This design comes from an exercise in tuning for small area and a short achievable clock period on the open sky130 flow, not from production work. Function was not checked in any run shown here: the RTL went through the layout flow alone. Power and IR drop assume default switching activity.

==> flow/design.v, too long to show whole: its modules and the start of the top module <==
// module cpu_alu_shifter: 48 lines
// module cpu_alu_mux2i: 8 lines
// module cpu_alu: 875 lines
// module cpu_alu_benc: 10 lines
// module cpu_alu_bpp: 11 lines
// module cpu_alu_benc2: 16 lines
// module cpu_alu_bpp2: 18 lines
// module cpu_alu_bppbit: 10 lines
// module cpu_alu_fa: 10 lines
// module cpu_alu_ha: 9 lines
// module cpu_alu_cpa: 972 lines
// module cpu_alu_nand2: 3 lines
// module cpu_alu_nor2: 3 lines
// module cpu_alu_xnor2: 3 lines
// module cpu_alu_inv: 3 lines
// module cpu_alu_aoi21: 3 lines
// module cpu_alu_oai21: 3 lines
// module cpu_alu_maj3i: 3 lines
// module cpu_alu_xor2: 3 lines
// module cpu_alu_o22ai: 4 lines
// module cpu_alu_a222oi: 4 lines
// module cpu_alu_and2: 3 lines
// module cpu_alu_mux2: 3 lines
module cpu_alu #(
    parameter int WIDTH = pkg_cpu_alu::ALU_WIDTH
) (
    input  logic             clk,
    input  logic             rst,
    input  logic             in_valid,
    input  logic [WIDTH-1:0] a,
    input  logic [WIDTH-1:0] b,
    input  logic [3:0]       oper,
    input  logic [3:0]       flags_in,
    output logic             out_valid,
    output logic [WIDTH-1:0] result,
    output logic [3:0]       flags_out
);
  // ...
==> flow/flow/run.sh <==
#!/bin/bash
# Standard layout, except that the port buffers are plain buf_2 cells instead of the
# resizer's default choice.
set -e
export BUFFER_PORTS_ARGS="-buffer_cell sky130_fd_sc_hd__buf_2"
bash standard.sh > standard.log 2>&1
==> flow/standard.sh <==
#!/bin/bash
# synth_recipe.tcl (not shown) runs the flow's synth.tcl, then flattens the netlist and writes it again
# the make line also repeats each setting of config.mk as NAME=value (left out here)
make -C /OpenROAD-flow-scripts/flow DESIGN_CONFIG=/design/flow/config.mk WORK_HOME=/design/flow/orfs CLKGATE_MAP_FILE= SYNTH_SCRIPT=/design/flow/synth_recipe.tcl "${@:-finish}"
==> flow/config.mk <==
export PLATFORM = sky130hd
export DESIGN_NAME = cpu_alu
export DESIGN_NICKNAME = cpu_alu
export VERILOG_FILES = /design/flow/design.v
export SDC_FILE = /design/flow/constraint.sdc
export NUM_CORES = 4
export LEC_CHECK = 0
export CAP_MARGIN = 20
export CORE_MARGIN = 2
export CORE_UTILIZATION = 65
export SETUP_SLACK_MARGIN = 3.3
export SLEW_MARGIN = 20
export SYNTH_HIERARCHICAL = 1
==> flow/constraint.sdc <==
create_clock -name core_clock -period 11.0 [get_ports {clk}]
set_input_delay 2.2000 -clock core_clock [delete_from_list [all_inputs] [get_ports {clk}]]
set_output_delay 2.2000 -clock core_clock [all_outputs]
set_load 0.01 [all_outputs]
==> out/results.ini, run 1 <==
[yosys]
yosysUniqueCellTypes=72
synth_top_flop_cell=dfxtp_1
synthMuxAreaShare_pct=19.09
yosysWarningCount=9
synth-xor-area-share_pct=22.79
synth-simple-area-share_pct=8.319

[cells_and_area]
regArea_um2=720.7
largest_reg_flops=32
syn_to_final_growth_pct=17.68
final.clkbuf_count=7
fill_cells=1927
final_nets=2566
seq_cell_count=36

[global_routing]
grt-busiest-layer=met2

[worst_setup_path]
cp_num_cells=22
worst_path_most_repeated_cell=fa_1

[clocking]
clk_pin_slew_ps=60
cts_resized=111

[route]
drtAntennaViolNets=0
drt_pass1_iterations=8

[sta]
finalSetupTns_ps=0
setup_viol=0

[floorplanning]
fp.dieH_um=173.0

[status]
outcome=finished clean

[worst_hold_path]
min_path_cells=2

==> run 2, diff against run 1 <==
--- a/flow/design.v
+++ b/flow/design.v
@@ -101,21 +101,25 @@
     logic             w_invb;
     logic [WIDTH-1:0] w_add_x;
     logic [WIDTH-1:0] w_add_y;
     logic             w_add_cin;
     logic [WIDTH-1:0] w_row0;
     logic [WIDTH-1:0] w_row1;
     logic [WIDTH-1:0] w_cpa_xn;
     logic [WIDTH-1:0] w_cpa_yn;
-    logic             w_cout;
-    logic             w_c31;
-    logic             w_sum_zero;
-    logic             w_other_zero;
-    logic             w_add_v;
+    logic             w_sign_eq;
+    logic             w_v0;
+    logic             w_v1;
+    logic             w_c_other;
+    logic             w_c0;
+    logic             w_c1;
+    logic             w_zflag;
+    logic             w_vflag;
+    logic             w_cflag;
     logic [WIDTH-1:0] w_sh_result;
     logic             w_sh_c;
     logic [WIDTH-1:0] w_other;
     logic [WIDTH-1:0] w_result;
     logic [3:0]       w_flags;
     logic [15:0]      bone;
     logic [15:0]      btwo;
     logic [15:0]      bneg;
@@ -910,48 +914,49 @@
         .i_yn   (w_cpa_yn),
         .i_cin  (w_add_cin && !w_mul),
         .i_sel  (w_arith || w_mul),
         .i_seland((oper == OP_AND) || (oper == OP_BIC)),
         .i_selor(oper == OP_ORR),
         .i_selxor(oper == OP_XOR),
         .i_other(w_other),
         .o_result(w_result),
-        .o_zero_l(w_other_zero),
-        .o_cout (w_cout),
-        .o_c31  (w_c31),
-        .o_zero (w_sum_zero)
+        .i_v0n  (!w_v0),
+        .i_v1n  (!w_v1),
+        .i_c0n  (!w_c0),
+        .i_c1n  (!w_c1),
+        .o_zflag(w_zflag),
+        .o_vflag(w_vflag),
+        .o_cflag(w_cflag)
     );
-    assign w_add_v = (w_add_x[WIDTH-1] == w_add_y[WIDTH-1]) && (w_c31 != w_add_x[WIDTH-1]);
+    assign w_sign_eq = (w_add_x[WIDTH-1] == w_add_y[WIDTH-1]);
+    assign w_v0 = w_arith ? (w_sign_eq && w_add_x[WIDTH-1])  : flags_in[FLAG_V];
+    assign w_v1 = w_arith ? (w_sign_eq && !w_add_x[WIDTH-1]) : flags_in[FLAG_V];
+    assign w_c_other = (oper >= OP_LSL && oper <= OP_ROR) ? w_sh_c : flags_in[FLAG_C];
+    assign w_c0 = !w_arith && w_c_other;
+    assign w_c1 = w_arith || w_c_other;
     cpu_alu_shifter u_shifter (
         .i_a      (a),
         .i_b      (b),
         .i_op     (oper),
         .i_c      (flags_in[FLAG_C]),
         .o_result (w_sh_result),
         .o_c      (w_sh_c)
     );
     always_comb begin
         case (oper)
             OP_CPY:                                w_other = b;
             OP_LSL, OP_LSR, OP_ASR, OP_ROL, OP_ROR: w_other = w_sh_result;
             default:                               w_other = '0;
         endcase
     end
-    always_comb begin
-        w_flags = flags_in;
-        if (w_arith) begin
-            w_flags[FLAG_C] = w_cout;
-            w_flags[FLAG_V] = w_add_v;
-        end else if (oper >= OP_LSL && oper <= OP_ROR) begin
-            w_flags[FLAG_C] = w_sh_c;
-        end
-        w_flags[FLAG_Z] = (w_arith || w_mul) ? w_sum_zero : w_other_zero;
-        w_flags[FLAG_N] = w_result[WIDTH-1];
-    end
+    assign w_flags[FLAG_Z] = w_zflag;
+    assign w_flags[FLAG_C] = w_cflag;
+    assign w_flags[FLAG_V] = w_vflag;
+    assign w_flags[FLAG_N] = w_result[WIDTH-1];
     always_ff @(posedge clk) begin
         r_valid  <= in_valid && !rst;
         r_result <= w_result;
         r_flags  <= w_flags;
     end
     assign out_valid = r_valid;
     assign result    = r_result;
     assign flags_out = r_flags;
@@ -1045,20 +1050,23 @@
     input  logic [31:0] i_yn,
     input  logic        i_cin,
     input  logic        i_sel,
     input  logic        i_seland,
     input  logic        i_selor,
     input  logic        i_selxor,
     input  logic [31:0] i_other,
     output logic [31:0] o_result,
-    output logic        o_zero_l,
-    output logic        o_cout,
-    output logic        o_c31,
-    output logic        o_zero
+    input  logic        i_v0n,
+    input  logic        i_v1n,
+    input  logic        i_c0n,
+    input  logic        i_c1n,
+    output logic        o_zflag,
+    output logic        o_vflag,
+    output logic        o_cflag
 );
     logic [31:0] p;
     logic [31:0] c;
     logic n1;
     cpu_alu_nor2 u_n1 (.i_a(i_xn[0]), .i_b(i_yn[0]), .o_y(n1));
     logic n2;
     cpu_alu_nor2 u_n2 (.i_a(i_xn[1]), .i_b(i_yn[1]), .o_y(n2));
     logic n3;
@@ -1495,142 +1503,141 @@
     cpu_alu_nand2 u_n218 (.i_a(i_xn[28]), .i_b(i_yn[28]), .o_y(n218));
     logic n219;
     cpu_alu_nand2 u_n219 (.i_a(i_xn[29]), .i_b(i_yn[29]), .o_y(n219));
     logic n220;
     cpu_alu_nand2 u_n220 (.i_a(i_xn[30]), .i_b(i_yn[30]), .o_y(n220));
     logic n221;
     cpu_alu_nand2 u_n221 (.i_a(i_xn[31]), .i_b(i_yn[31]), .o_y(n221));
     logic n222;
-    cpu_alu_xor2 u_n222 (.i_a(n33), .i_b(i_cin), .o_y(n222));
+    cpu_alu_xnor2 u_n222 (.i_a(n33), .i_b(i_cin), .o_y(n222));
     logic n223;
-    cpu_alu_xor2 u_n223 (.i_a(n34), .i_b(n190), .o_y(n223));
+    cpu_alu_xnor2 u_n223 (.i_a(n34), .i_b(n190), .o_y(n223));
     logic n224;
-    cpu_alu_xor2 u_n224 (.i_a(n35), .i_b(n191), .o_y(n224));
+    cpu_alu_xnor2 u_n224 (.i_a(n35), .i_b(n191), .o_y(n224));
     logic n225;
-    cpu_alu_xor2 u_n225 (.i_a(n36), .i_b(n192), .o_y(n225));
+    cpu_alu_xnor2 u_n225 (.i_a(n36), .i_b(n192), .o_y(n225));
     logic n226;
-    cpu_alu_xor2 u_n226 (.i_a(n37), .i_b(n193), .o_y(n226));
+    cpu_alu_xnor2 u_n226 (.i_a(n37), .i_b(n193), .o_y(n226));
     logic n227;
-    cpu_alu_xor2 u_n227 (.i_a(n38), .i_b(n194), .o_y(n227));
+    cpu_alu_xnor2 u_n227 (.i_a(n38), .i_b(n194), .o_y(n227));
     logic n228;
-    cpu_alu_xor2 u_n228 (.i_a(n39), .i_b(n195), .o_y(n228));
+    cpu_alu_xnor2 u_n228 (.i_a(n39), .i_b(n195), .o_y(n228));
     logic n229;
-    cpu_alu_xor2 u_n229 (.i_a(n40), .i_b(n196), .o_y(n229));
+    cpu_alu_xnor2 u_n229 (.i_a(n40), .i_b(n196), .o_y(n229));
     logic n230;
-    cpu_alu_xor2 u_n230 (.i_a(n41), .i_b(n197), .o_y(n230));
+    cpu_alu_xnor2 u_n230 (.i_a(n41), .i_b(n197), .o_y(n230));
     logic n231;
-    cpu_alu_xor2 u_n231 (.i_a(n42), .i_b(n198), .o_y(n231));
+    cpu_alu_xnor2 u_n231 (.i_a(n42), .i_b(n198), .o_y(n231));
     logic n232;
-    cpu_alu_xor2 u_n232 (.i_a(n43), .i_b(n199), .o_y(n232));
+    cpu_alu_xnor2 u_n232 (.i_a(n43), .i_b(n199), .o_y(n232));
     logic n233;
-    cpu_alu_xor2 u_n233 (.i_a(n44), .i_b(n200), .o_y(n233));
+    cpu_alu_xnor2 u_n233 (.i_a(n44), .i_b(n200), .o_y(n233));
     logic n234;
-    cpu_alu_xor2 u_n234 (.i_a(n45), .i_b(n201), .o_y(n234));
+    cpu_alu_xnor2 u_n234 (.i_a(n45), .i_b(n201), .o_y(n234));
     logic n235;
-    cpu_alu_xor2 u_n235 (.i_a(n46), .i_b(n202), .o_y(n235));
+    cpu_alu_xnor2 u_n235 (.i_a(n46), .i_b(n202), .o_y(n235));
     logic n236;
-    cpu_alu_xor2 u_n236 (.i_a(n47), .i_b(n203), .o_y(n236));
+    cpu_alu_xnor2 u_n236 (.i_a(n47), .i_b(n203), .o_y(n236));
     logic n237;
-    cpu_alu_xor2 u_n237 (.i_a(n48), .i_b(n204), .o_y(n237));
+    cpu_alu_xnor2 u_n237 (.i_a(n48), .i_b(n204), .o_y(n237));
     logic n238;
-    cpu_alu_xor2 u_n238 (.i_a(n49), .i_b(n205), .o_y(n238));
+    cpu_alu_xnor2 u_n238 (.i_a(n49), .i_b(n205), .o_y(n238));
     logic n239;
-    cpu_alu_xor2 u_n239 (.i_a(n50), .i_b(n206), .o_y(n239));
+    cpu_alu_xnor2 u_n239 (.i_a(n50), .i_b(n206), .o_y(n239));
     logic n240;
-    cpu_alu_xor2 u_n240 (.i_a(n51), .i_b(n207), .o_y(n240));
+    cpu_alu_xnor2 u_n240 (.i_a(n51), .i_b(n207), .o_y(n240));
     logic n241;
-    cpu_alu_xor2 u_n241 (.i_a(n52), .i_b(n208), .o_y(n241));
+    cpu_alu_xnor2 u_n241 (.i_a(n52), .i_b(n208), .o_y(n241));
     logic n242;
-    cpu_alu_xor2 u_n242 (.i_a(n53), .i_b(n209), .o_y(n242));
+    cpu_alu_xnor2 u_n242 (.i_a(n53), .i_b(n209), .o_y(n242));
     logic n243;
-    cpu_alu_xor2 u_n243 (.i_a(n54), .i_b(n210), .o_y(n243));
+    cpu_alu_xnor2 u_n243 (.i_a(n54), .i_b(n210), .o_y(n243));
     logic n244;
-    cpu_alu_xor2 u_n244 (.i_a(n55), .i_b(n211), .o_y(n244));
+    cpu_alu_xnor2 u_n244 (.i_a(n55), .i_b(n211), .o_y(n244));
     logic n245;
-    cpu_alu_xor2 u_n245 (.i_a(n56), .i_b(n212), .o_y(n245));
+    cpu_alu_xnor2 u_n245 (.i_a(n56), .i_b(n212), .o_y(n245));
     logic n246;
-    cpu_alu_xor2 u_n246 (.i_a(n57), .i_b(n213), .o_y(n246));
+    cpu_alu_xnor2 u_n246 (.i_a(n57), .i_b(n213), .o_y(n246));
     logic n247;
-    cpu_alu_xor2 u_n247 (.i_a(n58), .i_b(n214), .o_y(n247));
+    cpu_alu_xnor2 u_n247 (.i_a(n58), .i_b(n214), .o_y(n247));
     logic n248;
-    cpu_alu_xor2 u_n248 (.i_a(n59), .i_b(n215), .o_y(n248));
+    cpu_alu_xnor2 u_n248 (.i_a(n59), .i_b(n215), .o_y(n248));
     logic n249;
-    cpu_alu_xor2 u_n249 (.i_a(n60), .i_b(n216), .o_y(n249));
+    cpu_alu_xnor2 u_n249 (.i_a(n60), .i_b(n216), .o_y(n249));
     logic n250;
-    cpu_alu_xor2 u_n250 (.i_a(n61), .i_b(n217), .o_y(n250));
+    cpu_alu_xnor2 u_n250 (.i_a(n61), .i_b(n217), .o_y(n250));
     logic n251;
-    cpu_alu_xor2 u_n251 (.i_a(n62), .i_b(n218), .o_y(n251));
+    cpu_alu_xnor2 u_n251 (.i_a(n62), .i_b(n218), .o_y(n251));
     logic n252;
-    cpu_alu_xor2 u_n252 (.i_a(n63), .i_b(n219), .o_y(n252));
+    cpu_alu_xnor2 u_n252 (.i_a(n63), .i_b(n219), .o_y(n252));
     logic n253;
-    cpu_alu_xor2 u_n253 (.i_a(n64), .i_b(n220), .o_y(n253));
+    cpu_alu_xnor2 u_n253 (.i_a(n64), .i_b(n220), .o_y(n253));
     logic n254;
-    cpu_alu_nor2 u_n254 (.i_a(n222), .i_b(n223), .o_y(n254));
+    cpu_alu_nand2 u_n254 (.i_a(n222), .i_b(n223), .o_y(n254));
     logic n255;
-    cpu_alu_nor2 u_n255 (.i_a(n224), .i_b(n225), .o_y(n255));
+    cpu_alu_nand2 u_n255 (.i_a(n224), .i_b(n225), .o_y(n255));
     logic n256;
-    cpu_alu_nor2 u_n256 (.i_a(n226), .i_b(n227), .o_y(n256));
+    cpu_alu_nand2 u_n256 (.i_a(n226), .i_b(n227), .o_y(n256));
     logic n257;
-    cpu_alu_nor2 u_n257 (.i_a(n228), .i_b(n229), .o_y(n257));
+    cpu_alu_nand2 u_n257 (.i_a(n228), .i_b(n229), .o_y(n257));
     logic n258;
-    cpu_alu_nor2 u_n258 (.i_a(n230), .i_b(n231), .o_y(n258));
+    cpu_alu_nand2 u_n258 (.i_a(n230), .i_b(n231), .o_y(n258));
     logic n259;
-    cpu_alu_nor2 u_n259 (.i_a(n232), .i_b(n233), .o_y(n259));
+    cpu_alu_nand2 u_n259 (.i_a(n232), .i_b(n233), .o_y(n259));
     logic n260;
-    cpu_alu_nor2 u_n260 (.i_a(n234), .i_b(n235), .o_y(n260));
+    cpu_alu_nand2 u_n260 (.i_a(n234), .i_b(n235), .o_y(n260));
     logic n261;
-    cpu_alu_nor2 u_n261 (.i_a(n236), .i_b(n237), .o_y(n261));
+    cpu_alu_nand2 u_n261 (.i_a(n236), .i_b(n237), .o_y(n261));
     logic n262;
-    cpu_alu_nor2 u_n262 (.i_a(n238), .i_b(n239), .o_y(n262));
+    cpu_alu_nand2 u_n262 (.i_a(n238), .i_b(n239), .o_y(n262));
     logic n263;
-    cpu_alu_nor2 u_n263 (.i_a(n240), .i_b(n241), .o_y(n263));
+    cpu_alu_nand2 u_n263 (.i_a(n240), .i_b(n241), .o_y(n263));
     logic n264;
-    cpu_alu_nor2 u_n264 (.i_a(n242), .i_b(n243), .o_y(n264));
+    cpu_alu_nand2 u_n264 (.i_a(n242), .i_b(n243), .o_y(n264));
     logic n265;
-    cpu_alu_nor2 u_n265 (.i_a(n244), .i_b(n245), .o_y(n265));
+    cpu_alu_nand2 u_n265 (.i_a(n244), .i_b(n245), .o_y(n265));
     logic n266;
-    cpu_alu_nor2 u_n266 (.i_a(n246), .i_b(n247), .o_y(n266));
+    cpu_alu_nand2 u_n266 (.i_a(n246), .i_b(n247), .o_y(n266));
     logic n267;
-    cpu_alu_nor2 u_n267 (.i_a(n248), .i_b(n249), .o_y(n267));
+    cpu_alu_nand2 u_n267 (.i_a(n248), .i_b(n249), .o_y(n267));
     logic n268;
-    cpu_alu_nor2 u_n268 (.i_a(n250), .i_b(n251), .o_y(n268));
+    cpu_alu_nand2 u_n268 (.i_a(n250), .i_b(n251), .o_y(n268));
     logic n269;
-    cpu_alu_nor2 u_n269 (.i_a(n252), .i_b(n253), .o_y(n269));
+    cpu_alu_nand2 u_n269 (.i_a(n252), .i_b(n253), .o_y(n269));
     logic n270;
-    cpu_alu_nand2 u_n270 (.i_a(n254), .i_b(n255), .o_y(n270));
+    cpu_alu_nor2 u_n270 (.i_a(n254), .i_b(n255), .o_y(n270));
     logic n271;
-    cpu_alu_nand2 u_n271 (.i_a(n256), .i_b(n257), .o_y(n271));
+    cpu_alu_nor2 u_n271 (.i_a(n256), .i_b(n257), .o_y(n271));
     logic n272;
-    cpu_alu_nand2 u_n272 (.i_a(n258), .i_b(n259), .o_y(n272));
+    cpu_alu_nor2 u_n272 (.i_a(n258), .i_b(n259), .o_y(n272));
     logic n273;
-    cpu_alu_nand2 u_n273 (.i_a(n260), .i_b(n261), .o_y(n273));
+    cpu_alu_nor2 u_n273 (.i_a(n260), .i_b(n261), .o_y(n273));
     logic n274;
-    cpu_alu_nand2 u_n274 (.i_a(n262), .i_b(n263), .o_y(n274));
+    cpu_alu_nor2 u_n274 (.i_a(n262), .i_b(n263), .o_y(n274));
     logic n275;
-    cpu_alu_nand2 u_n275 (.i_a(n264), .i_b(n265), .o_y(n275));
+    cpu_alu_nor2 u_n275 (.i_a(n264), .i_b(n265), .o_y(n275));
     logic n276;
-    cpu_alu_nand2 u_n276 (.i_a(n266), .i_b(n267), .o_y(n276));
+    cpu_alu_nor2 u_n276 (.i_a(n266), .i_b(n267), .o_y(n276));
     logic n277;
-    cpu_alu_nand2 u_n277 (.i_a(n268), .i_b(n269), .o_y(n277));
+    cpu_alu_nor2 u_n277 (.i_a(n268), .i_b(n269), .o_y(n277));
     logic n278;
-    cpu_alu_nor2 u_n278 (.i_a(n270), .i_b(n271), .o_y(n278));
+    cpu_alu_nand2 u_n278 (.i_a(n270), .i_b(n271), .o_y(n278));
     logic n279;
-    cpu_alu_nor2 u_n279 (.i_a(n272), .i_b(n273), .o_y(n279));
+    cpu_alu_nand2 u_n279 (.i_a(n272), .i_b(n273), .o_y(n279));
     logic n280;
-    cpu_alu_nor2 u_n280 (.i_a(n274), .i_b(n275), .o_y(n280));
+    cpu_alu_nand2 u_n280 (.i_a(n274), .i_b(n275), .o_y(n280));
     logic n281;
-    cpu_alu_nor2 u_n281 (.i_a(n276), .i_b(n277), .o_y(n281));
+    cpu_alu_nand2 u_n281 (.i_a(n276), .i_b(n277), .o_y(n281));
     logic n282;
-    cpu_alu_nand2 u_n282 (.i_a(n278), .i_b(n279), .o_y(n282));
+    cpu_alu_nor2 u_n282 (.i_a(n278), .i_b(n279), .o_y(n282));
     logic n283;
-    cpu_alu_nand2 u_n283 (.i_a(n280), .i_b(n281), .o_y(n283));
+    cpu_alu_nor2 u_n283 (.i_a(n280), .i_b(n281), .o_y(n283));
     logic n284;
-    cpu_alu_nor2 u_n284 (.i_a(n282), .i_b(n283), .o_y(n284));
-    assign o_zero = n284;
+    cpu_alu_nand2 u_n284 (.i_a(n282), .i_b(n283), .o_y(n284));
     logic n285;
     cpu_alu_a222oi u_n285 (.i_a(i_seland), .i_b(n1), .i_c(i_selor), .i_d(n190), .i_e(i_selxor), .i_f(n33), .o_y(n285));
     logic n286;
     cpu_alu_a222oi u_n286 (.i_a(i_seland), .i_b(n2), .i_c(i_selor), .i_d(n191), .i_e(i_selxor), .i_f(n34), .o_y(n286));
     logic n287;
     cpu_alu_a222oi u_n287 (.i_a(i_seland), .i_b(n3), .i_c(i_selor), .i_d(n192), .i_e(i_selxor), .i_f(n35), .o_y(n287));
     logic n288;
     cpu_alu_a222oi u_n288 (.i_a(i_seland), .i_b(n4), .i_c(i_selor), .i_d(n193), .i_e(i_selxor), .i_f(n36), .o_y(n288));
@@ -1750,234 +1757,268 @@
     cpu_alu_nand2 u_n345 (.i_a(n313), .i_b(othern[28]), .o_y(n345));
     logic n346;
     cpu_alu_nand2 u_n346 (.i_a(n314), .i_b(othern[29]), .o_y(n346));
     logic n347;
     cpu_alu_nand2 u_n347 (.i_a(n315), .i_b(othern[30]), .o_y(n347));
     logic n348;
     cpu_alu_nand2 u_n348 (.i_a(n316), .i_b(othern[31]), .o_y(n348));
     logic n349;
-    cpu_alu_nor2 u_n349 (.i_a(n317), .i_b(n318), .o_y(n349));
+    cpu_alu_and2 u_n349 (.i_a(othern[0]), .i_b(othern[1]), .o_y(n349));
     logic n350;
-    cpu_alu_nor2 u_n350 (.i_a(n319), .i_b(n320), .o_y(n350));
+    cpu_alu_and2 u_n350 (.i_a(othern[2]), .i_b(othern[3]), .o_y(n350));
     logic n351;
-    cpu_alu_nor2 u_n351 (.i_a(n321), .i_b(n322), .o_y(n351));
+    cpu_alu_and2 u_n351 (.i_a(othern[4]), .i_b(othern[5]), .o_y(n351));
     logic n352;
-    cpu_alu_nor2 u_n352 (.i_a(n323), .i_b(n324), .o_y(n352));
+    cpu_alu_and2 u_n352 (.i_a(othern[6]), .i_b(othern[7]), .o_y(n352));
     logic n353;
-    cpu_alu_nor2 u_n353 (.i_a(n325), .i_b(n326), .o_y(n353));
+    cpu_alu_and2 u_n353 (.i_a(othern[8]), .i_b(othern[9]), .o_y(n353));
     logic n354;
-    cpu_alu_nor2 u_n354 (.i_a(n327), .i_b(n328), .o_y(n354));
+    cpu_alu_and2 u_n354 (.i_a(othern[10]), .i_b(othern[11]), .o_y(n354));
     logic n355;
-    cpu_alu_nor2 u_n355 (.i_a(n329), .i_b(n330), .o_y(n355));
+    cpu_alu_and2 u_n355 (.i_a(othern[12]), .i_b(othern[13]), .o_y(n355));
     logic n356;
-    cpu_alu_nor2 u_n356 (.i_a(n331), .i_b(n332), .o_y(n356));
+    cpu_alu_and2 u_n356 (.i_a(othern[14]), .i_b(othern[15]), .o_y(n356));
     logic n357;
-    cpu_alu_nor2 u_n357 (.i_a(n333), .i_b(n334), .o_y(n357));
+    cpu_alu_and2 u_n357 (.i_a(othern[16]), .i_b(othern[17]), .o_y(n357));
     logic n358;
-    cpu_alu_nor2 u_n358 (.i_a(n335), .i_b(n336), .o_y(n358));
+    cpu_alu_and2 u_n358 (.i_a(othern[18]), .i_b(othern[19]), .o_y(n358));
     logic n359;
-    cpu_alu_nor2 u_n359 (.i_a(n337), .i_b(n338), .o_y(n359));
+    cpu_alu_and2 u_n359 (.i_a(othern[20]), .i_b(othern[21]), .o_y(n359));
     logic n360;
-    cpu_alu_nor2 u_n360 (.i_a(n339), .i_b(n340), .o_y(n360));
+    cpu_alu_and2 u_n360 (.i_a(othern[22]), .i_b(othern[23]), .o_y(n360));
     logic n361;
-    cpu_alu_nor2 u_n361 (.i_a(n341), .i_b(n342), .o_y(n361));
+    cpu_alu_and2 u_n361 (.i_a(othern[24]), .i_b(othern[25]), .o_y(n361));
     logic n362;
-    cpu_alu_nor2 u_n362 (.i_a(n343), .i_b(n344), .o_y(n362));
+    cpu_alu_and2 u_n362 (.i_a(othern[26]), .i_b(othern[27]), .o_y(n362));
     logic n363;
-    cpu_alu_nor2 u_n363 (.i_a(n345), .i_b(n346), .o_y(n363));
+    cpu_alu_and2 u_n363 (.i_a(othern[28]), .i_b(othern[29]), .o_y(n363));
     logic n364;
-    cpu_alu_nor2 u_n364 (.i_a(n347), .i_b(n348), .o_y(n364));
+    cpu_alu_and2 u_n364 (.i_a(othern[30]), .i_b(othern[31]), .o_y(n364));
     logic n365;
-    cpu_alu_nand2 u_n365 (.i_a(n349), .i_b(n350), .o_y(n365));
+    cpu_alu_nand3 u_n365 (.i_a(n285), .i_b(n286), .i_c(n349), .o_y(n365));
     logic n366;
-    cpu_alu_nand2 u_n366 (.i_a(n351), .i_b(n352), .o_y(n366));
+    cpu_alu_nand3 u_n366 (.i_a(n287), .i_b(n288), .i_c(n350), .o_y(n366));
     logic n367;
-    cpu_alu_nand2 u_n367 (.i_a(n353), .i_b(n354), .o_y(n367));
+    cpu_alu_nand3 u_n367 (.i_a(n289), .i_b(n290), .i_c(n351), .o_y(n367));
     logic n368;
-    cpu_alu_nand2 u_n368 (.i_a(n355), .i_b(n356), .o_y(n368));
+    cpu_alu_nand3 u_n368 (.i_a(n291), .i_b(n292), .i_c(n352), .o_y(n368));
     logic n369;
-    cpu_alu_nand2 u_n369 (.i_a(n357), .i_b(n358), .o_y(n369));
+    cpu_alu_nand3 u_n369 (.i_a(n293), .i_b(n294), .i_c(n353), .o_y(n369));
     logic n370;
-    cpu_alu_nand2 u_n370 (.i_a(n359), .i_b(n360), .o_y(n370));
+    cpu_alu_nand3 u_n370 (.i_a(n295), .i_b(n296), .i_c(n354), .o_y(n370));
     logic n371;
-    cpu_alu_nand2 u_n371 (.i_a(n361), .i_b(n362), .o_y(n371));
+    cpu_alu_nand3 u_n371 (.i_a(n297), .i_b(n298), .i_c(n355), .o_y(n371));
     logic n372;
-    cpu_alu_nand2 u_n372 (.i_a(n363), .i_b(n364), .o_y(n372));
+    cpu_alu_nand3 u_n372 (.i_a(n299), .i_b(n300), .i_c(n356), .o_y(n372));
     logic n373;
-    cpu_alu_nor2 u_n373 (.i_a(n365), .i_b(n366), .o_y(n373));
+    cpu_alu_nand3 u_n373 (.i_a(n301), .i_b(n302), .i_c(n357), .o_y(n373));
     logic n374;
-    cpu_alu_nor2 u_n374 (.i_a(n367), .i_b(n368), .o_y(n374));
+    cpu_alu_nand3 u_n374 (.i_a(n303), .i_b(n304), .i_c(n358), .o_y(n374));
     logic n375;
-    cpu_alu_nor2 u_n375 (.i_a(n369), .i_b(n370), .o_y(n375));
+    cpu_alu_nand3 u_n375 (.i_a(n305), .i_b(n306), .i_c(n359), .o_y(n375));
     logic n376;
-    cpu_alu_nor2 u_n376 (.i_a(n371), .i_b(n372), .o_y(n376));
+    cpu_alu_nand3 u_n376 (.i_a(n307), .i_b(n308), .i_c(n360), .o_y(n376));
     logic n377;
-    cpu_alu_nand2 u_n377 (.i_a(n373), .i_b(n374), .o_y(n377));
+    cpu_alu_nand3 u_n377 (.i_a(n309), .i_b(n310), .i_c(n361), .o_y(n377));
     logic n378;
-    cpu_alu_nand2 u_n378 (.i_a(n375), .i_b(n376), .o_y(n378));
+    cpu_alu_nand3 u_n378 (.i_a(n311), .i_b(n312), .i_c(n362), .o_y(n378));
     logic n379;
-    cpu_alu_nor2 u_n379 (.i_a(n377), .i_b(n378), .o_y(n379));
-    assign o_zero_l = n379;
+    cpu_alu_nand3 u_n379 (.i_a(n313), .i_b(n314), .i_c(n363), .o_y(n379));
     logic n380;
-    cpu_alu_xnor2 u_n380 (.i_a(i_xn[0]), .i_b(i_yn[0]), .o_y(n380));
-    cpu_alu_mux2i u_d0_0 (.i_s(i_sel), .i_0(n317), .i_1(n33), .o_y(d0n[0]));
-    cpu_alu_mux2i u_d1_0 (.i_s(i_sel), .i_0(n317), .i_1(n380), .o_y(d1n[0]));
+    cpu_alu_nand3 u_n380 (.i_a(n315), .i_b(n316), .i_c(n364), .o_y(n380));
     logic n381;
-    cpu_alu_xnor2 u_n381 (.i_a(i_xn[1]), .i_b(i_yn[1]), .o_y(n381));
-    cpu_alu_mux2i u_d0_1 (.i_s(i_sel), .i_0(n318), .i_1(n34), .o_y(d0n[1]));
-    cpu_alu_mux2i u_d1_1 (.i_s(i_sel), .i_0(n318), .i_1(n381), .o_y(d1n[1]));
+    cpu_alu_nor2 u_n381 (.i_a(n365), .i_b(n366), .o_y(n381));
     logic n382;
-    cpu_alu_xnor2 u_n382 (.i_a(i_xn[2]), .i_b(i_yn[2]), .o_y(n382));
-    cpu_alu_mux2i u_d0_2 (.i_s(i_sel), .i_0(n319), .i_1(n35), .o_y(d0n[2]));
-    cpu_alu_mux2i u_d1_2 (.i_s(i_sel), .i_0(n319), .i_1(n382), .o_y(d1n[2]));
+    cpu_alu_nor2 u_n382 (.i_a(n367), .i_b(n368), .o_y(n382));
     logic n383;
-    cpu_alu_xnor2 u_n383 (.i_a(i_xn[3]), .i_b(i_yn[3]), .o_y(n383));
-    cpu_alu_mux2i u_d0_3 (.i_s(i_sel), .i_0(n320), .i_1(n36), .o_y(d0n[3]));
-    cpu_alu_mux2i u_d1_3 (.i_s(i_sel), .i_0(n320), .i_1(n383), .o_y(d1n[3]));
+    cpu_alu_nor2 u_n383 (.i_a(n369), .i_b(n370), .o_y(n383));
     logic n384;
-    cpu_alu_xnor2 u_n384 (.i_a(i_xn[4]), .i_b(i_yn[4]), .o_y(n384));
-    cpu_alu_mux2i u_d0_4 (.i_s(i_sel), .i_0(n321), .i_1(n37), .o_y(d0n[4]));
-    cpu_alu_mux2i u_d1_4 (.i_s(i_sel), .i_0(n321), .i_1(n384), .o_y(d1n[4]));
+    cpu_alu_nor2 u_n384 (.i_a(n371), .i_b(n372), .o_y(n384));
     logic n385;
-    cpu_alu_xnor2 u_n385 (.i_a(i_xn[5]), .i_b(i_yn[5]), .o_y(n385));
-    cpu_alu_mux2i u_d0_5 (.i_s(i_sel), .i_0(n322), .i_1(n38), .o_y(d0n[5]));
-    cpu_alu_mux2i u_d1_5 (.i_s(i_sel), .i_0(n322), .i_1(n385), .o_y(d1n[5]));
+    cpu_alu_nor2 u_n385 (.i_a(n373), .i_b(n374), .o_y(n385));
     logic n386;
-    cpu_alu_xnor2 u_n386 (.i_a(i_xn[6]), .i_b(i_yn[6]), .o_y(n386));
-    cpu_alu_mux2i u_d0_6 (.i_s(i_sel), .i_0(n323), .i_1(n39), .o_y(d0n[6]));
-    cpu_alu_mux2i u_d1_6 (.i_s(i_sel), .i_0(n323), .i_1(n386), .o_y(d1n[6]));
+    cpu_alu_nor2 u_n386 (.i_a(n375), .i_b(n376), .o_y(n386));
     logic n387;
-    cpu_alu_xnor2 u_n387 (.i_a(i_xn[7]), .i_b(i_yn[7]), .o_y(n387));
-    cpu_alu_mux2i u_d0_7 (.i_s(i_sel), .i_0(n324), .i_1(n40), .o_y(d0n[7]));
-    cpu_alu_mux2i u_d1_7 (.i_s(i_sel), .i_0(n324), .i_1(n387), .o_y(d1n[7]));
+    cpu_alu_nor2 u_n387 (.i_a(n377), .i_b(n378), .o_y(n387));
     logic n388;
-    cpu_alu_xnor2 u_n388 (.i_a(i_xn[8]), .i_b(i_yn[8]), .o_y(n388));
-    cpu_alu_mux2i u_d0_8 (.i_s(i_sel), .i_0(n325), .i_1(n41), .o_y(d0n[8]));
-    cpu_alu_mux2i u_d1_8 (.i_s(i_sel), .i_0(n325), .i_1(n388), .o_y(d1n[8]));
+    cpu_alu_nor2 u_n388 (.i_a(n379), .i_b(n380), .o_y(n388));
     logic n389;
-    cpu_alu_xnor2 u_n389 (.i_a(i_xn[9]), .i_b(i_yn[9]), .o_y(n389));
-    cpu_alu_mux2i u_d0_9 (.i_s(i_sel), .i_0(n326), .i_1(n42), .o_y(d0n[9]));
-    cpu_alu_mux2i u_d1_9 (.i_s(i_sel), .i_0(n326), .i_1(n389), .o_y(d1n[9]));
+    cpu_alu_nand2 u_n389 (.i_a(n381), .i_b(n382), .o_y(n389));
     logic n390;
-    cpu_alu_xnor2 u_n390 (.i_a(i_xn[10]), .i_b(i_yn[10]), .o_y(n390));
-    cpu_alu_mux2i u_d0_10 (.i_s(i_sel), .i_0(n327), .i_1(n43), .o_y(d0n[10]));
-    cpu_alu_mux2i u_d1_10 (.i_s(i_sel), .i_0(n327), .i_1(n390), .o_y(d1n[10]));
+    cpu_alu_nand2 u_n390 (.i_a(n383), .i_b(n384), .o_y(n390));
     logic n391;
-    cpu_alu_xnor2 u_n391 (.i_a(i_xn[11]), .i_b(i_yn[11]), .o_y(n391));
-    cpu_alu_mux2i u_d0_11 (.i_s(i_sel), .i_0(n328), .i_1(n44), .o_y(d0n[11]));
-    cpu_alu_mux2i u_d1_11 (.i_s(i_sel), .i_0(n328), .i_1(n391), .o_y(d1n[11]));
+    cpu_alu_nand2 u_n391 (.i_a(n385), .i_b(n386), .o_y(n391));
     logic n392;
-    cpu_alu_xnor2 u_n392 (.i_a(i_xn[12]), .i_b(i_yn[12]), .o_y(n392));
-    cpu_alu_mux2i u_d0_12 (.i_s(i_sel), .i_0(n329), .i_1(n45), .o_y(d0n[12]));
-    cpu_alu_mux2i u_d1_12 (.i_s(i_sel), .i_0(n329), .i_1(n392), .o_y(d1n[12]));
+    cpu_alu_nand2 u_n392 (.i_a(n387), .i_b(n388), .o_y(n392));
     logic n393;
-    cpu_alu_xnor2 u_n393 (.i_a(i_xn[13]), .i_b(i_yn[13]), .o_y(n393));
-    cpu_alu_mux2i u_d0_13 (.i_s(i_sel), .i_0(n330), .i_1(n46), .o_y(d0n[13]));
-    cpu_alu_mux2i u_d1_13 (.i_s(i_sel), .i_0(n330), .i_1(n393), .o_y(d1n[13]));
+    cpu_alu_nor2 u_n393 (.i_a(n389), .i_b(n390), .o_y(n393));
     logic n394;
-    cpu_alu_xnor2 u_n394 (.i_a(i_xn[14]), .i_b(i_yn[14]), .o_y(n394));
-    cpu_alu_mux2i u_d0_14 (.i_s(i_sel), .i_0(n331), .i_1(n47), .o_y(d0n[14]));
-    cpu_alu_mux2i u_d1_14 (.i_s(i_sel), .i_0(n331), .i_1(n394), .o_y(d1n[14]));
+    cpu_alu_nor2 u_n394 (.i_a(n391), .i_b(n392), .o_y(n394));
     logic n395;
-    cpu_alu_xnor2 u_n395 (.i_a(i_xn[15]), .i_b(i_yn[15]), .o_y(n395));
-    cpu_alu_mux2i u_d0_15 (.i_s(i_sel), .i_0(n332), .i_1(n48), .o_y(d0n[15]));
-    cpu_alu_mux2i u_d1_15 (.i_s(i_sel), .i_0(n332), .i_1(n395), .o_y(d1n[15]));
+    cpu_alu_nand2 u_n395 (.i_a(n393), .i_b(n394), .o_y(n395));
+    cpu_alu_mux2i u_zflag (.i_s(i_sel), .i_0(n395), .i_1(n284), .o_y(o_zflag));
     logic n396;
-    cpu_alu_xnor2 u_n396 (.i_a(i_xn[16]), .i_b(i_yn[16]), .o_y(n396));
-    cpu_alu_mux2i u_d0_16 (.i_s(i_sel), .i_0(n333), .i_1(n49), .o_y(d0n[16]));
-    cpu_alu_mux2i u_d1_16 (.i_s(i_sel), .i_0(n333), .i_1(n396), .o_y(d1n[16]));
+    cpu_alu_inv u_n396 (.i_a(n33), .o_y(n396));
+    cpu_alu_mux2i u_d0_0 (.i_s(i_sel), .i_0(n317), .i_1(n33), .o_y(d0n[0]));
+    cpu_alu_mux2i u_d1_0 (.i_s(i_sel), .i_0(n317), .i_1(n396), .o_y(d1n[0]));
     logic n397;
-    cpu_alu_xnor2 u_n397 (.i_a(i_xn[17]), .i_b(i_yn[17]), .o_y(n397));
-    cpu_alu_mux2i u_d0_17 (.i_s(i_sel), .i_0(n334), .i_1(n50), .o_y(d0n[17]));
-    cpu_alu_mux2i u_d1_17 (.i_s(i_sel), .i_0(n334), .i_1(n397), .o_y(d1n[17]));
+    cpu_alu_inv u_n397 (.i_a(n34), .o_y(n397));
+    cpu_alu_mux2i u_d0_1 (.i_s(i_sel), .i_0(n318), .i_1(n34), .o_y(d0n[1]));
+    cpu_alu_mux2i u_d1_1 (.i_s(i_sel), .i_0(n318), .i_1(n397), .o_y(d1n[1]));
     logic n398;
-    cpu_alu_xnor2 u_n398 (.i_a(i_xn[18]), .i_b(i_yn[18]), .o_y(n398));
-    cpu_alu_mux2i u_d0_18 (.i_s(i_sel), .i_0(n335), .i_1(n51), .o_y(d0n[18]));
-    cpu_alu_mux2i u_d1_18 (.i_s(i_sel), .i_0(n335), .i_1(n398), .o_y(d1n[18]));
+    cpu_alu_inv u_n398 (.i_a(n35), .o_y(n398));
+    cpu_alu_mux2i u_d0_2 (.i_s(i_sel), .i_0(n319), .i_1(n35), .o_y(d0n[2]));
+    cpu_alu_mux2i u_d1_2 (.i_s(i_sel), .i_0(n319), .i_1(n398), .o_y(d1n[2]));
     logic n399;
-    cpu_alu_xnor2 u_n399 (.i_a(i_xn[19]), .i_b(i_yn[19]), .o_y(n399));
-    cpu_alu_mux2i u_d0_19 (.i_s(i_sel), .i_0(n336), .i_1(n52), .o_y(d0n[19]));
-    cpu_alu_mux2i u_d1_19 (.i_s(i_sel), .i_0(n336), .i_1(n399), .o_y(d1n[19]));
+    cpu_alu_inv u_n399 (.i_a(n36), .o_y(n399));
+    cpu_alu_mux2i u_d0_3 (.i_s(i_sel), .i_0(n320), .i_1(n36), .o_y(d0n[3]));
+    cpu_alu_mux2i u_d1_3 (.i_s(i_sel), .i_0(n320), .i_1(n399), .o_y(d1n[3]));
     logic n400;
-    cpu_alu_xnor2 u_n400 (.i_a(i_xn[20]), .i_b(i_yn[20]), .o_y(n400));
-    cpu_alu_mux2i u_d0_20 (.i_s(i_sel), .i_0(n337), .i_1(n53), .o_y(d0n[20]));
-    cpu_alu_mux2i u_d1_20 (.i_s(i_sel), .i_0(n337), .i_1(n400), .o_y(d1n[20]));
+    cpu_alu_inv u_n400 (.i_a(n37), .o_y(n400));
+    cpu_alu_mux2i u_d0_4 (.i_s(i_sel), .i_0(n321), .i_1(n37), .o_y(d0n[4]));
+    cpu_alu_mux2i u_d1_4 (.i_s(i_sel), .i_0(n321), .i_1(n400), .o_y(d1n[4]));
     logic n401;
-    cpu_alu_xnor2 u_n401 (.i_a(i_xn[21]), .i_b(i_yn[21]), .o_y(n401));
-    cpu_alu_mux2i u_d0_21 (.i_s(i_sel), .i_0(n338), .i_1(n54), .o_y(d0n[21]));
-    cpu_alu_mux2i u_d1_21 (.i_s(i_sel), .i_0(n338), .i_1(n401), .o_y(d1n[21]));
+    cpu_alu_inv u_n401 (.i_a(n38), .o_y(n401));
+    cpu_alu_mux2i u_d0_5 (.i_s(i_sel), .i_0(n322), .i_1(n38), .o_y(d0n[5]));
+    cpu_alu_mux2i u_d1_5 (.i_s(i_sel), .i_0(n322), .i_1(n401), .o_y(d1n[5]));
     logic n402;
-    cpu_alu_xnor2 u_n402 (.i_a(i_xn[22]), .i_b(i_yn[22]), .o_y(n402));
-    cpu_alu_mux2i u_d0_22 (.i_s(i_sel), .i_0(n339), .i_1(n55), .o_y(d0n[22]));
-    cpu_alu_mux2i u_d1_22 (.i_s(i_sel), .i_0(n339), .i_1(n402), .o_y(d1n[22]));
+    cpu_alu_inv u_n402 (.i_a(n39), .o_y(n402));
+    cpu_alu_mux2i u_d0_6 (.i_s(i_sel), .i_0(n323), .i_1(n39), .o_y(d0n[6]));
+    cpu_alu_mux2i u_d1_6 (.i_s(i_sel), .i_0(n323), .i_1(n402), .o_y(d1n[6]));
     logic n403;
-    cpu_alu_xnor2 u_n403 (.i_a(i_xn[23]), .i_b(i_yn[23]), .o_y(n403));
-    cpu_alu_mux2i u_d0_23 (.i_s(i_sel), .i_0(n340), .i_1(n56), .o_y(d0n[23]));
-    cpu_alu_mux2i u_d1_23 (.i_s(i_sel), .i_0(n340), .i_1(n403), .o_y(d1n[23]));
+    cpu_alu_inv u_n403 (.i_a(n40), .o_y(n403));
+    cpu_alu_mux2i u_d0_7 (.i_s(i_sel), .i_0(n324), .i_1(n40), .o_y(d0n[7]));
+    cpu_alu_mux2i u_d1_7 (.i_s(i_sel), .i_0(n324), .i_1(n403), .o_y(d1n[7]));
     logic n404;
-    cpu_alu_xnor2 u_n404 (.i_a(i_xn[24]), .i_b(i_yn[24]), .o_y(n404));
-    cpu_alu_mux2i u_d0_24 (.i_s(i_sel), .i_0(n341), .i_1(n57), .o_y(d0n[24]));
-    cpu_alu_mux2i u_d1_24 (.i_s(i_sel), .i_0(n341), .i_1(n404), .o_y(d1n[24]));
+    cpu_alu_inv u_n404 (.i_a(n41), .o_y(n404));
+    cpu_alu_mux2i u_d0_8 (.i_s(i_sel), .i_0(n325), .i_1(n41), .o_y(d0n[8]));
+    cpu_alu_mux2i u_d1_8 (.i_s(i_sel), .i_0(n325), .i_1(n404), .o_y(d1n[8]));
     logic n405;
-    cpu_alu_xnor2 u_n405 (.i_a(i_xn[25]), .i_b(i_yn[25]), .o_y(n405));
-    cpu_alu_mux2i u_d0_25 (.i_s(i_sel), .i_0(n342), .i_1(n58), .o_y(d0n[25]));
-    cpu_alu_mux2i u_d1_25 (.i_s(i_sel), .i_0(n342), .i_1(n405), .o_y(d1n[25]));
+    cpu_alu_inv u_n405 (.i_a(n42), .o_y(n405));
+    cpu_alu_mux2i u_d0_9 (.i_s(i_sel), .i_0(n326), .i_1(n42), .o_y(d0n[9]));
+    cpu_alu_mux2i u_d1_9 (.i_s(i_sel), .i_0(n326), .i_1(n405), .o_y(d1n[9]));
     logic n406;
-    cpu_alu_xnor2 u_n406 (.i_a(i_xn[26]), .i_b(i_yn[26]), .o_y(n406));
-    cpu_alu_mux2i u_d0_26 (.i_s(i_sel), .i_0(n343), .i_1(n59), .o_y(d0n[26]));
-    cpu_alu_mux2i u_d1_26 (.i_s(i_sel), .i_0(n343), .i_1(n406), .o_y(d1n[26]));
+    cpu_alu_inv u_n406 (.i_a(n43), .o_y(n406));
+    cpu_alu_mux2i u_d0_10 (.i_s(i_sel), .i_0(n327), .i_1(n43), .o_y(d0n[10]));
+    cpu_alu_mux2i u_d1_10 (.i_s(i_sel), .i_0(n327), .i_1(n406), .o_y(d1n[10]));
     logic n407;
-    cpu_alu_xnor2 u_n407 (.i_a(i_xn[27]), .i_b(i_yn[27]), .o_y(n407));
-    cpu_alu_mux2i u_d0_27 (.i_s(i_sel), .i_0(n344), .i_1(n60), .o_y(d0n[27]));
-    cpu_alu_mux2i u_d1_27 (.i_s(i_sel), .i_0(n344), .i_1(n407), .o_y(d1n[27]));
+    cpu_alu_inv u_n407 (.i_a(n44), .o_y(n407));
+    cpu_alu_mux2i u_d0_11 (.i_s(i_sel), .i_0(n328), .i_1(n44), .o_y(d0n[11]));
+    cpu_alu_mux2i u_d1_11 (.i_s(i_sel), .i_0(n328), .i_1(n407), .o_y(d1n[11]));
     logic n408;
-    cpu_alu_xnor2 u_n408 (.i_a(i_xn[28]), .i_b(i_yn[28]), .o_y(n408));
-    cpu_alu_mux2i u_d0_28 (.i_s(i_sel), .i_0(n345), .i_1(n61), .o_y(d0n[28]));
-    cpu_alu_mux2i u_d1_28 (.i_s(i_sel), .i_0(n345), .i_1(n408), .o_y(d1n[28]));
+    cpu_alu_inv u_n408 (.i_a(n45), .o_y(n408));
+    cpu_alu_mux2i u_d0_12 (.i_s(i_sel), .i_0(n329), .i_1(n45), .o_y(d0n[12]));
+    cpu_alu_mux2i u_d1_12 (.i_s(i_sel), .i_0(n329), .i_1(n408), .o_y(d1n[12]));
     logic n409;
-    cpu_alu_xnor2 u_n409 (.i_a(i_xn[29]), .i_b(i_yn[29]), .o_y(n409));
-    cpu_alu_mux2i u_d0_29 (.i_s(i_sel), .i_0(n346), .i_1(n62), .o_y(d0n[29]));
-    cpu_alu_mux2i u_d1_29 (.i_s(i_sel), .i_0(n346), .i_1(n409), .o_y(d1n[29]));
+    cpu_alu_inv u_n409 (.i_a(n46), .o_y(n409));
+    cpu_alu_mux2i u_d0_13 (.i_s(i_sel), .i_0(n330), .i_1(n46), .o_y(d0n[13]));
+    cpu_alu_mux2i u_d1_13 (.i_s(i_sel), .i_0(n330), .i_1(n409), .o_y(d1n[13]));
     logic n410;
-    cpu_alu_xnor2 u_n410 (.i_a(i_xn[30]), .i_b(i_yn[30]), .o_y(n410));
-    cpu_alu_mux2i u_d0_30 (.i_s(i_sel), .i_0(n347), .i_1(n63), .o_y(d0n[30]));
-    cpu_alu_mux2i u_d1_30 (.i_s(i_sel), .i_0(n347), .i_1(n410), .o_y(d1n[30]));
+    cpu_alu_inv u_n410 (.i_a(n47), .o_y(n410));
+    cpu_alu_mux2i u_d0_14 (.i_s(i_sel), .i_0(n331), .i_1(n47), .o_y(d0n[14]));
+    cpu_alu_mux2i u_d1_14 (.i_s(i_sel), .i_0(n331), .i_1(n410), .o_y(d1n[14]));
     logic n411;
-    cpu_alu_xnor2 u_n411 (.i_a(i_xn[31]), .i_b(i_yn[31]), .o_y(n411));
-    cpu_alu_mux2i u_d0_31 (.i_s(i_sel), .i_0(n348), .i_1(n64), .o_y(d0n[31]));
-    cpu_alu_mux2i u_d1_31 (.i_s(i_sel), .i_0(n348), .i_1(n411), .o_y(d1n[31]));
-    assign p = {n64, n63, n62, n61, n60, n59, n58, n57, n56, n55, n54, n53, n52, n51, n50, n49, n48, n47, n46, n45, n44, n43, n42, n41, n40, n39, n38, n37, n36, n35, n34, n33};
+    cpu_alu_inv u_n411 (.i_a(n48), .o_y(n411));
+    cpu_alu_mux2i u_d0_15 (.i_s(i_sel), .i_0(n332), .i_1(n48), .o_y(d0n[15]));
+    cpu_alu_mux2i u_d1_15 (.i_s(i_sel), .i_0(n332), .i_1(n411), .o_y(d1n[15]));
     logic n412;
-    cpu_alu_inv u_n412 (.i_a(n187), .o_y(n412));
+    cpu_alu_inv u_n412 (.i_a(n49), .o_y(n412));
+    cpu_alu_mux2i u_d0_16 (.i_s(i_sel), .i_0(n333), .i_1(n49), .o_y(d0n[16]));
+    cpu_alu_mux2i u_d1_16 (.i_s(i_sel), .i_0(n333), .i_1(n412), .o_y(d1n[16]));
     logic n413;
-    cpu_alu_inv u_n413 (.i_a(n183), .o_y(n413));
+    cpu_alu_inv u_n413 (.i_a(n50), .o_y(n413));
+    cpu_alu_mux2i u_d0_17 (.i_s(i_sel), .i_0(n334), .i_1(n50), .o_y(d0n[17]));
+    cpu_alu_mux2i u_d1_17 (.i_s(i_sel), .i_0(n334), .i_1(n413), .o_y(d1n[17]));
     logic n414;
-    cpu_alu_inv u_n414 (.i_a(n175), .o_y(n414));
+    cpu_alu_inv u_n414 (.i_a(n51), .o_y(n414));
+    cpu_alu_mux2i u_d0_18 (.i_s(i_sel), .i_0(n335), .i_1(n51), .o_y(d0n[18]));
+    cpu_alu_mux2i u_d1_18 (.i_s(i_sel), .i_0(n335), .i_1(n414), .o_y(d1n[18]));
     logic n415;
-    cpu_alu_inv u_n415 (.i_a(n163), .o_y(n415));
+    cpu_alu_inv u_n415 (.i_a(n52), .o_y(n415));
+    cpu_alu_mux2i u_d0_19 (.i_s(i_sel), .i_0(n336), .i_1(n52), .o_y(d0n[19]));
+    cpu_alu_mux2i u_d1_19 (.i_s(i_sel), .i_0(n336), .i_1(n415), .o_y(d1n[19]));
     logic n416;
-    cpu_alu_inv u_n416 (.i_a(n162), .o_y(n416));
+    cpu_alu_inv u_n416 (.i_a(n53), .o_y(n416));
+    cpu_alu_mux2i u_d0_20 (.i_s(i_sel), .i_0(n337), .i_1(n53), .o_y(d0n[20]));
+    cpu_alu_mux2i u_d1_20 (.i_s(i_sel), .i_0(n337), .i_1(n416), .o_y(d1n[20]));
     logic n417;
-    cpu_alu_inv u_n417 (.i_a(n160), .o_y(n417));
+    cpu_alu_inv u_n417 (.i_a(n54), .o_y(n417));
+    cpu_alu_mux2i u_d0_21 (.i_s(i_sel), .i_0(n338), .i_1(n54), .o_y(d0n[21]));
+    cpu_alu_mux2i u_d1_21 (.i_s(i_sel), .i_0(n338), .i_1(n417), .o_y(d1n[21]));
     logic n418;
-    cpu_alu_inv u_n418 (.i_a(n156), .o_y(n418));
+    cpu_alu_inv u_n418 (.i_a(n55), .o_y(n418));
+    cpu_alu_mux2i u_d0_22 (.i_s(i_sel), .i_0(n339), .i_1(n55), .o_y(d0n[22]));
+    cpu_alu_mux2i u_d1_22 (.i_s(i_sel), .i_0(n339), .i_1(n418), .o_y(d1n[22]));
     logic n419;
-    cpu_alu_inv u_n419 (.i_a(n124), .o_y(n419));
+    cpu_alu_inv u_n419 (.i_a(n56), .o_y(n419));
+    cpu_alu_mux2i u_d0_23 (.i_s(i_sel), .i_0(n340), .i_1(n56), .o_y(d0n[23]));
+    cpu_alu_mux2i u_d1_23 (.i_s(i_sel), .i_0(n340), .i_1(n419), .o_y(d1n[23]));
     logic n420;
-    cpu_alu_inv u_n420 (.i_a(n123), .o_y(n420));
+    cpu_alu_inv u_n420 (.i_a(n57), .o_y(n420));
+    cpu_alu_mux2i u_d0_24 (.i_s(i_sel), .i_0(n341), .i_1(n57), .o_y(d0n[24]));
+    cpu_alu_mux2i u_d1_24 (.i_s(i_sel), .i_0(n341), .i_1(n420), .o_y(d1n[24]));
     logic n421;
-    cpu_alu_inv u_n421 (.i_a(n121), .o_y(n421));
+    cpu_alu_inv u_n421 (.i_a(n58), .o_y(n421));
+    cpu_alu_mux2i u_d0_25 (.i_s(i_sel), .i_0(n342), .i_1(n58), .o_y(d0n[25]));
+    cpu_alu_mux2i u_d1_25 (.i_s(i_sel), .i_0(n342), .i_1(n421), .o_y(d1n[25]));
     logic n422;
-    cpu_alu_inv u_n422 (.i_a(n118), .o_y(n422));
+    cpu_alu_inv u_n422 (.i_a(n59), .o_y(n422));
+    cpu_alu_mux2i u_d0_26 (.i_s(i_sel), .i_0(n343), .i_1(n59), .o_y(d0n[26]));
+    cpu_alu_mux2i u_d1_26 (.i_s(i_sel), .i_0(n343), .i_1(n422), .o_y(d1n[26]));
     logic n423;
-    cpu_alu_inv u_n423 (.i_a(n102), .o_y(n423));
+    cpu_alu_inv u_n423 (.i_a(n60), .o_y(n423));
+    cpu_alu_mux2i u_d0_27 (.i_s(i_sel), .i_0(n344), .i_1(n60), .o_y(d0n[27]));
+    cpu_alu_mux2i u_d1_27 (.i_s(i_sel), .i_0(n344), .i_1(n423), .o_y(d1n[27]));
     logic n424;
-    cpu_alu_inv u_n424 (.i_a(n82), .o_y(n424));
-    assign c = {n189, n412, n184, n413, n182, n178, n177, n414, n164, n415, n416, n161, n417, n159, n158, n418, n125, n419, n420, n122, n421, n120, n119, n422, n117, n105, n104, n423, n83, n424, n81, n65};
+    cpu_alu_inv u_n424 (.i_a(n61), .o_y(n424));
+    cpu_alu_mux2i u_d0_28 (.i_s(i_sel), .i_0(n345), .i_1(n61), .o_y(d0n[28]));
+    cpu_alu_mux2i u_d1_28 (.i_s(i_sel), .i_0(n345), .i_1(n424), .o_y(d1n[28]));
+    logic n425;
+    cpu_alu_inv u_n425 (.i_a(n62), .o_y(n425));
+    cpu_alu_mux2i u_d0_29 (.i_s(i_sel), .i_0(n346), .i_1(n62), .o_y(d0n[29]));
+    cpu_alu_mux2i u_d1_29 (.i_s(i_sel), .i_0(n346), .i_1(n425), .o_y(d1n[29]));
+    logic n426;
+    cpu_alu_inv u_n426 (.i_a(n63), .o_y(n426));
+    cpu_alu_mux2i u_d0_30 (.i_s(i_sel), .i_0(n347), .i_1(n63), .o_y(d0n[30]));
+    cpu_alu_mux2i u_d1_30 (.i_s(i_sel), .i_0(n347), .i_1(n426), .o_y(d1n[30]));
+    logic n427;
+    cpu_alu_inv u_n427 (.i_a(n64), .o_y(n427));
+    cpu_alu_mux2i u_d0_31 (.i_s(i_sel), .i_0(n348), .i_1(n64), .o_y(d0n[31]));
+    cpu_alu_mux2i u_d1_31 (.i_s(i_sel), .i_0(n348), .i_1(n427), .o_y(d1n[31]));
+    assign p = {n64, n63, n62, n61, n60, n59, n58, n57, n56, n55, n54, n53, n52, n51, n50, n49, n48, n47, n46, n45, n44, n43, n42, n41, n40, n39, n38, n37, n36, n35, n34, n33};
+    logic n428;
+    cpu_alu_inv u_n428 (.i_a(n187), .o_y(n428));
+    logic n429;
+    cpu_alu_inv u_n429 (.i_a(n183), .o_y(n429));
+    logic n430;
+    cpu_alu_inv u_n430 (.i_a(n175), .o_y(n430));
+    logic n431;
+    cpu_alu_inv u_n431 (.i_a(n163), .o_y(n431));
+    logic n432;
+    cpu_alu_inv u_n432 (.i_a(n162), .o_y(n432));
+    logic n433;
+    cpu_alu_inv u_n433 (.i_a(n160), .o_y(n433));
+    logic n434;
+    cpu_alu_inv u_n434 (.i_a(n156), .o_y(n434));
+    logic n435;
+    cpu_alu_inv u_n435 (.i_a(n124), .o_y(n435));
+    logic n436;
+    cpu_alu_inv u_n436 (.i_a(n123), .o_y(n436));
+    logic n437;
+    cpu_alu_inv u_n437 (.i_a(n121), .o_y(n437));
+    logic n438;
+    cpu_alu_inv u_n438 (.i_a(n118), .o_y(n438));
+    logic n439;
+    cpu_alu_inv u_n439 (.i_a(n102), .o_y(n439));
+    logic n440;
+    cpu_alu_inv u_n440 (.i_a(n82), .o_y(n440));
+    assign c = {n189, n428, n184, n429, n182, n178, n177, n430, n164, n431, n432, n161, n433, n159, n158, n434, n125, n435, n436, n122, n437, n120, n119, n438, n117, n105, n104, n439, n83, n440, n81, n65};
+    cpu_alu_mux2i u_vflag (.i_s(n187), .i_0(i_v1n), .i_1(i_v0n), .o_y(o_vflag));
+    cpu_alu_mux2i u_cflag (.i_s(n189), .i_0(i_c0n), .i_1(i_c1n), .o_y(o_cflag));
     cpu_alu_mux2i u_res0 (.i_s(i_cin), .i_0(d0n[0]), .i_1(d1n[0]), .o_y(o_result[0]));
     cpu_alu_mux2i u_res1 (.i_s(n65), .i_0(d0n[1]), .i_1(d1n[1]), .o_y(o_result[1]));
     cpu_alu_mux2i u_res2 (.i_s(n66), .i_0(d1n[2]), .i_1(d0n[2]), .o_y(o_result[2]));
     cpu_alu_mux2i u_res3 (.i_s(n82), .i_0(d1n[3]), .i_1(d0n[3]), .o_y(o_result[3]));
     cpu_alu_mux2i u_res4 (.i_s(n83), .i_0(d0n[4]), .i_1(d1n[4]), .o_y(o_result[4]));
     cpu_alu_mux2i u_res5 (.i_s(n102), .i_0(d1n[5]), .i_1(d0n[5]), .o_y(o_result[5]));
     cpu_alu_mux2i u_res6 (.i_s(n104), .i_0(d0n[6]), .i_1(d1n[6]), .o_y(o_result[6]));
     cpu_alu_mux2i u_res7 (.i_s(n105), .i_0(d0n[7]), .i_1(d1n[7]), .o_y(o_result[7]));
@@ -2004,18 +2045,16 @@
     cpu_alu_mux2i u_res28 (.i_s(n179), .i_0(d1n[28]), .i_1(d0n[28]), .o_y(o_result[28]));
     cpu_alu_mux2i u_res29 (.i_s(n183), .i_0(d1n[29]), .i_1(d0n[29]), .o_y(o_result[29]));
     cpu_alu_mux2i u_res30 (.i_s(n184), .i_0(d0n[30]), .i_1(d1n[30]), .o_y(o_result[30]));
     cpu_alu_mux2i u_res31 (.i_s(n187), .i_0(d1n[31]), .i_1(d0n[31]), .o_y(o_result[31]));
     logic [31:0] othern;
     logic [31:0] d0n;
     logic [31:0] d1n;
     assign othern = ~i_other;
-    assign o_cout = c[31];
-    assign o_c31  = c[30];
 endmodule
 module cpu_alu_nand2 (input logic i_a, input logic i_b, output logic o_y);
     assign o_y = ~(i_a & i_b);
 endmodule
 module cpu_alu_nor2 (input logic i_a, input logic i_b, output logic o_y);
     assign o_y = ~(i_a | i_b);
 endmodule
 module cpu_alu_xnor2 (input logic i_a, input logic i_b, output logic o_y);
@@ -2039,14 +2078,17 @@
 module cpu_alu_o22ai (input logic i_a, input logic i_b, input logic i_c, input logic i_d,
                       output logic o_y);
     assign o_y = ~((i_a | i_b) & (i_c | i_d));
 endmodule
 module cpu_alu_a222oi (input logic i_a, input logic i_b, input logic i_c, input logic i_d,
                        input logic i_e, input logic i_f, output logic o_y);
     assign o_y = ~((i_a & i_b) | (i_c & i_d) | (i_e & i_f));
 endmodule
+module cpu_alu_nand3 (input logic i_a, input logic i_b, input logic i_c, output logic o_y);
+    assign o_y = ~(i_a & i_b & i_c);
+endmodule
 module cpu_alu_and2 (input logic i_a, input logic i_b, output logic o_y);
     assign o_y = i_a & i_b;
 endmodule
 module cpu_alu_mux2 (input logic i_s, input logic i_0, input logic i_1, output logic o_y);
     assign o_y = i_s ? i_1 : i_0;
 endmodule
==> run 2 against run 1 <==
Against the previous run: die area about the same; synthesized area about the same; worst hold slack better by 29 ps; clock-buffer cell count down 2; sequential power up 2%; power down 2.8%; global-route usage down 0.14 points; design area down 3.3%; largest power group unchanged.
==> out/results.ini, run 2 <==
[status]
outcome=finished clean  ; unchanged

[cells_and_area]
fill_cells=2089  ; was 1927
largest_reg_flops=32  ; unchanged
final_nets=2554  ; was 2566
final_common_cell=mux2i_1  ; was xnor2_1
top_regs=r_result: 32 flops, r_flags: 3 flops, r_valid: 1 flops  ; unchanged
syn_to_final_growth_pct=13.72  ; was 17.68%
regArea_um2=720.7  ; unchanged

[worst_hold_path]
min_from=rst  ; unchanged
min_path_cells=2  ; unchanged
min_path_type=in2reg  ; unchanged

[route]
viasPerCell=7.171  ; was 7.270
drt_pass1_iterations=10  ; was 8
wirelength_mm=70.48  ; was 72.89 mm
drc_errors=0  ; unchanged
drtAntennaViolNets=0  ; unchanged
wl_per_cell_um=26.96  ; was 27.76 µm

[yosys]
async_flop_share_pct=0  ; unchanged
yosysMostFrequentCell=mux2i_1  ; unchanged
synth_top_flop_cell=dfxtp_1  ; unchanged
yosysWarningCount=9  ; unchanged
synth.area.top_cells=fa_1, mux2i_1, xnor2_1  ; unchanged
ys_ff_latch=36  ; unchanged
netlist_instances=2078  ; was 2062
yosysUniqueCellTypes=72  ; unchanged
synth_common_cells=mux2i_1, xnor2_1, o22ai_1  ; unchanged

[floorplanning]
ioPinCount=112  ; unchanged
dieArea_um2=29940  ; was 29920 µm²
start_util_pct=66.48  ; was 66.44%
fp.dieH_um=173.0  ; about the same
die_w_um=173.0  ; about the same

[power_and_ir_drop]
leakage_nw=8.796  ; was 8.904 nW

[sta]
slew_headroom_pct=28.47  ; was 24.75%
hold_violations=0  ; unchanged
setup_viol=0  ; unchanged
finalSetupTns_ps=0  ; unchanged
finalCriticalPeriod_ps=7646  ; was 7667 ps
worst_pin_slew_ps=1073  ; was 1129 ps
hold_slack_ps=2070  ; was 2041 ps
fmaxAchievable_mhz=130.8  ; was 130.4 MHz

[worst_setup_path]
crit_path_start_kind=primary input  ; unchanged
endpoint_kind=flip-flop  ; unchanged
critPathRequiredTime_ps=11220  ; was 11180 ps

[global_routing]
grt_start_max_net_pins=64  ; was 61

[place]
place.gp.congestion=1.016  ; was 0.9864

[clocking]
cts-root-buf=clkbuf_16  ; unchanged
htreeDepth=2  ; unchanged
clk_pin_slew_ps=60  ; about the same
hold_buffers=0  ; unchanged

run 2: cell types whose count changed after synthesis, sizes merged, moves of 2 or more:
cell	before	now
o21ai	51	49
nor2	113	92
nand2	163	169
mux2i	345	350
inv	80	110
xor2	146	114
nand3	12	28
and2	18	35
a21oi	62	60
run 2: kinds of logic after synthesis:
family / Yosys count / share of synthesized area, %
muxes: 357 / 19.29
adders and majority gates: 245 / 24.99
and+or+nand+nor: 362 / 9.008
xor gates and xnor gates: 451 / 21.27
buffers and inverters: 141 / 3.321
DFF: 36 / 3.881
other: 1 / 0.02019
AOI/OAI and AO/OA: 485 / 18.22
run 2: repair_timing:
action,CTS,global route
endpoints found under the setup margin,11,7
buffers inserted,6,15
pin swaps,9,17
gates resized for setup,64,106
cloned,0,4
run 2: per-stage QoR:
step | util [%] | instances | setup slack [ps]
after floorplan | - | 2081 | 3276
after global placement | 71.11 | 2581 | 1957
after detailed placement | 71.11 | 2581 | 1867
after CTS | 72.88 | 2595 | 3293
after global routing | 75.60 | 2614 | 3213
final | 75.60 | 2614 | 3354
run 2: per-module statistics from Yosys, one instance, submodules excluded, a selection:
module           cell area [µm²]  flops+latches  times used
cpu_alu_nand2              3.754              0         147
cpu_alu_xnor2              8.758              0         336
cpu_alu_shifter             1463              0           1
cpu_alu_inv                3.754              0          71
cpu_alu_mux2i              10.01              0         323
cpu_alu_ha                 12.51              0          30
cpu_alu_fa                 20.02              0         210
cpu_alu_oai21              5.005              0          25
cpu_alu                     1396             36           1
cpu_alu_maj3i              18.77              0           1
cpu_alu_xor2               8.758              0         112
cpu_alu_o22ai              6.256              0         272
cpu_alu_a222oi             10.01              0          32
cpu_alu_nor2               3.754              0          62
cpu_alu_cpa                120.1              0           1
run 2: layer usage:
layer | vias up | wire length, µm | global-route usage (%)
met3 | 393 | 9228 | 10.20
met2 | 1580 | 29980 | 68.43
met5 | - | 0 | 0
met1 | 8923 | 25560 | 58.40
met4 | 0 | 5708 | 28.50
li1 | 7848 | - | -
run 2: area by class of cell:
class                           count  area share [%]
Clock buffer                        5          0.5925
Inverter                          110           1.955
Multi-Input combinational cell   1905           85.43
Timing Repair Buffer              177           6.280
Clock inverter                      3         0.08887
Sequential cell                    36           3.413
Tap cell                          378           2.239
run 2: critical path, cell delays in order:
cell and delay, ps:
buf_2 230, buf_12 230, xnor2_1 170, nand2_2 200
o22ai_1 230, fa_1 490, fa_1 500, fa_1 400
fa_1 580, fa_1 490, mux2i_4 240, xor2_2 240
nand2_1 100, nor2_1 170, nand2_1 120, o21ai_4 270
a21oi_2 140, o21ai_2 260, inv_1 90, o21ai_2 260
mux2i_1 210
run 2: how the worst max path moves through the flow:
stage	startpoint	to	slack [ps]	depth (start not counted)
global route	b[6]	r_flags[1]	3210	22
floorplan	b[9]	r_flags[1]	3280	19
global placement	b[19]	r_flags[1]	1960	19
CTS	b[9]	r_flags[1]	3290	21
detailed placement	b[19]	r_flags[1]	1870	19
finish	b[9]	r_flags[1]	3350	21
run 2: where the power goes:
group          leakage (nW)  switching [mW]  internal [mW]
sequential            0.301          0.0132          0.183
combinational          8.42            2.51           1.78
clock                0.0736          0.0676         0.0839
total                  8.80            2.59           2.05

-- static timing again, ports no longer ideal --
Ports are ideal in the flow. The routed layouts listed here were re-timed in OpenROAD. Step 1 (the two cells are an assumption about what drives the block):
set clk [get_ports {clk}]
set_driving_cell -lib_cell sky130_fd_sc_hd__clkbuf_16 $clk
set_driving_cell -lib_cell sky130_fd_sc_hd__buf_2 [delete_from_list [all_inputs] $clk]
Step 2 also shifts input and output timing later by t, the mid clock arrival at the registers, as if the neighbouring blocks saw the same clock. Three values: ideal, step 1, step 2; two values: the first two.
run | shift t [ns] | setup slack, ns | clock arrival spread, ns
run 1 | 0.360 | 3.333 / 3.358 / 2.997 | 0.011 / 0.011
run 2 | 0.333 | 3.354 / 3.376 / 3.043 | 0.014 / 0.014
After both steps every run listed still meets setup and hold. For run 1, which loses most, drivers alone change the setup slack by +0.025 ns; drivers and shift together by -0.336 ns.
